Context: an optimization exercise on an open-source flow, tuned for small area, a short achievable clock period and few clock cycles per item. The choices shown serve that exercise and are no tape-out recipe. Only simulation tests tie the RTL to the original design; equivalence was not proved.

==> run F <==
## wrapped_angle_slew_tracker
module wrapped_angle_slew_tracker
(
	input  wire logic                  clk,
	input  wire logic                  arst_n,
	input  wire logic                  cfg_valid,
	output      logic                  cfg_ready,
	input  wire logic [wast_pkg::CFG_IDX_W-1:0]  cfg_index,
	input  wire logic [wast_pkg::CFG_DATA_W-1:0] cfg_data,
	input  wire logic                  in_valid,
	output      logic                  in_ready,
	input  wire logic [wast_pkg::CMD_W-1:0]      cmd,
	input  wire logic [wast_pkg::ANGLE_W-1:0]    angle_in,
	input  wire logic [wast_pkg::TIME_W-1:0]     elapsed_time,
	output      logic                  out_valid,
	input  wire logic                  out_ready,
	output      logic [wast_pkg::ANGLE_W-1:0]    current_angle,
	output      logic [wast_pkg::ANGLE_W-1:0]    target_angle
);
==> flow/config.mk <==
export PLATFORM = sky130hd
export DESIGN_NAME = wrapped_angle_slew_tracker
export DESIGN_NICKNAME = wrapped_angle_slew_tracker
export VERILOG_FILES = /design/flow/design.v
export SDC_FILE = /design/flow/constraint.sdc
export NUM_CORES = 4
export LEC_CHECK = 0
export ABC_AREA = 1
export CAP_MARGIN = 20
export CORE_MARGIN = 2
export CORE_UTILIZATION = 58
export PLACE_DENSITY = 0.75
export SETUP_SLACK_MARGIN = 5
export SLEW_MARGIN = 20
==> flow/constraint.sdc <==
create_clock -name core_clock -period 11.0 [get_ports {clk}]
set_input_delay 2.2000 -clock core_clock [delete_from_list [all_inputs] [get_ports {clk}]]
set_output_delay 2.2000 -clock core_clock [all_outputs]
set_load 0.01 [all_outputs]
standard.sh (not shown) runs the stock make flow with config.mk's settings and CLKGATE_MAP_FILE= SYNTH_SCRIPT=/design/flow/synth_recipe.tcl, a recipe that flattens the netlist after the stock synthesis.
==> flow/flow/run.sh <==
#!/bin/bash
# Standard layout, with one netlist clean-up between synthesis and floorplan:
# flow/faopt.py removes inverters around full adders by flipping the polarity
# of full adders (a full adder is self-dual), without changing the logic.
set -euo pipefail
R="$PWD/orfs/results/${FLOW_PLATFORM}/wrapped_angle_slew_tracker/base"
bash standard.sh synth > synth.log 2>&1
python3 flow/faopt.py "$R/1_2_yosys.v" "$R/1_2_yosys.faopt.v" > faopt.log 2>&1
grep -c "sky130_fd_sc_hd__inv" "$R/1_2_yosys.v" "$R/1_2_yosys.faopt.v" >> faopt.log 2>&1 || true
cp "$R/1_2_yosys.v" "$R/1_2_yosys.standard.v"
mv "$R/1_2_yosys.faopt.v" "$R/1_2_yosys.v"
bash standard.sh > layout.log 2>&1
Other scripts of this flow, unchanged in this note and not shown: flow/flow/faopt.py
==> run G (differences from run F) <==
--- a/flow/design.v
+++ b/flow/design.v
@@ -120,18 +120,21 @@
 			l1_q  <= (c0_q == wast_pkg::CMD_TICK) ? lim_sat : t0_q;
 			gz1_q <= (gain_q == '0) || (t0_q == '0);
 		end
 	end
 	always_comb begin
-		logic [16:0] t;
-		if (dneg_q) begin
-			t = {1'b0, goal_q} + {2'b00, dmag_q};
-			cur_c = (t >= FULL17) ? 16'(t - FULL17) : t[15:0];
-		end else begin
-			t = {1'b0, goal_q} - {2'b00, dmag_q};
-			cur_c = t[16] ? 16'(t + FULL17) : t[15:0];
-		end
+		logic signed [17:0] g, d, p, pw, q, qw;
+		g  = $signed({2'b00, goal_q});
+		d  = $signed({3'b000, dmag_q});
+		p  = g + d;
+		pw = g + d - $signed({1'b0, FULL17});
+		q  = g - d;
+		qw = g - d + $signed({1'b0, FULL17});
+		if (dneg_q)
+			cur_c = pw[17] ? p[15:0] : pw[15:0];
+		else
+			cur_c = q[17] ? qw[15:0] : q[15:0];
 	end
 	assign current_angle = cur_c;
 	assign target_angle  = goal_q;
 	logic [14:0] zmask;
 	logic [23:0] lor;
@@ -147,10 +150,12 @@
 	logic        lo, hi;
 	logic [16:0] r_l, r_13;
 	logic [14:0] tk_mag;
 	logic        tk_neg;
 	logic [15:0] gz_t;
+	logic [14:0] gz_w;
+	logic        d_lt13;
 	logic        use_m;
 	logic [14:0] v_m;
 	logic [5:0][23:0] lp;
 	always_comb begin
 		lp[0] = g1_q[23:0];
@@ -188,17 +193,19 @@
 		r_l  = {2'b00, dmag_q} - {1'b0, l1_q};
 		r_13 = {2'b00, dmag_q} - 17'd13;
 		sel_m = !hi && !lo;
 		sel_l = hi && (sneg || !lo);
 		v_l  = r_l[16]  ? 15'd0 : r_l[14:0];
-		v_13 = r_13[16] ? 15'd0 : r_13[14:0];
+		d_lt13 = (dmag_q < 15'd13);
+		v_13 = d_lt13 ? 15'd0 : r_13[14:0];
 		gz_t = {1'b0, dmag_q} + 16'd13;
-		if (dneg_q && gz1_q && !r_13[16]) begin
-			if ({1'b0, gz_t} > HALF17) begin
-				tk_mag = 15'(FULL17 - {1'b0, gz_t});
+		gz_w = 15'(16'd46067 - {1'b0, dmag_q});
+		if (dneg_q && gz1_q && !d_lt13) begin
+			if (dmag_q > 15'd23027) begin
+				tk_mag = gz_w;
 				tk_neg = 1'b0;
-			end else if ({1'b0, gz_t} == HALF17) begin
+			end else if (dmag_q == 15'd23027) begin
 				tk_mag = 15'(HALF17);
 				tk_neg = (goal_q < wast_pkg::HALF_TURN);
 			end else begin
 				tk_mag = gz_t[14:0];
 				tk_neg = 1'b1;
--- a/flow/config.mk
+++ b/flow/config.mk
@@ -7,8 +7,7 @@
 export LEC_CHECK = 0
 export ABC_AREA = 1
 export CAP_MARGIN = 20
 export CORE_MARGIN = 2
 export CORE_UTILIZATION = 58
-export PLACE_DENSITY = 0.75
-export SETUP_SLACK_MARGIN = 5
+export SETUP_SLACK_MARGIN = 4.5
 export SLEW_MARGIN = 20
==> results.txt <==
                                                                            run F           run G
Status                                                             finished clean  finished clean
#MultiIn Comb                                                                3626            3603
Post-layout util                                                            70.2%           66.6%
Fraction of final layout cells with drive strength greater than 1           19.0%           12.9%
Sequential cell area share                                                  10.5%           11.2%
Least setup slack across all paths after layout                           4.14 ns         4.51 ns
Initial core utilization                                                    58.8%           58.3%
GRT met2 Usage                                                              66.4%           59.8%
Clock network contribution to total cell area                               1.42%           1.40%
Headroom to the max-slew limit                                              29.0%           35.2%
Fillers                                                                      4900            5350
Reg area                                                               4560 sq um      4570 sq um
Terminating pin of the worst hold path                                       v1_q         c1_q[0]
Data arrival at the endpoint of the critical path                         7.27 ns         6.92 ns
Hold_sp                                                                      v0_q         c0_q[0]
Testbench counts of run F, summed over its fixed seeds: cycles 2,424, items 2,400.
Testbench counts of run G, summed over its fixed seeds: cycles 2,424, items 2,400.

re-timing with driven ports:
Ports are ideal in the flow. The routed layouts listed here were re-timed in OpenROAD. Step 1 (the two cells are an assumption about what drives the block):
set clk [get_ports {clk}]
set_driving_cell -lib_cell sky130_fd_sc_hd__clkbuf_16 $clk
set_driving_cell -lib_cell sky130_fd_sc_hd__buf_2 [delete_from_list [all_inputs] $clk]
Step 2 times the ports against the registers' clock, not the clock port: input delays grow and output delays shrink by t, the midpoint of the rising clock arrivals with the driver on. Slacks: no drivers / after step 1 / after step 2; pairs: no drivers / after step 1.
| run | t, ns | slack for setup (ns) | worst hold slack (ns) | worst setup path at the end | worst data-port slew with drivers (ns) |
|---|---|---|---|---|---|
| run F | 0.566 | 4.144 / 4.144 / 4.144 | 0.484 / 0.484 / 0.484 | register to register | 0.05 |
| run G | 0.564 | 4.513 / 4.513 / 4.513 | 0.457 / 0.457 / 0.457 | register to register | 0.04 |
After both steps setup and hold are still met in every run listed.
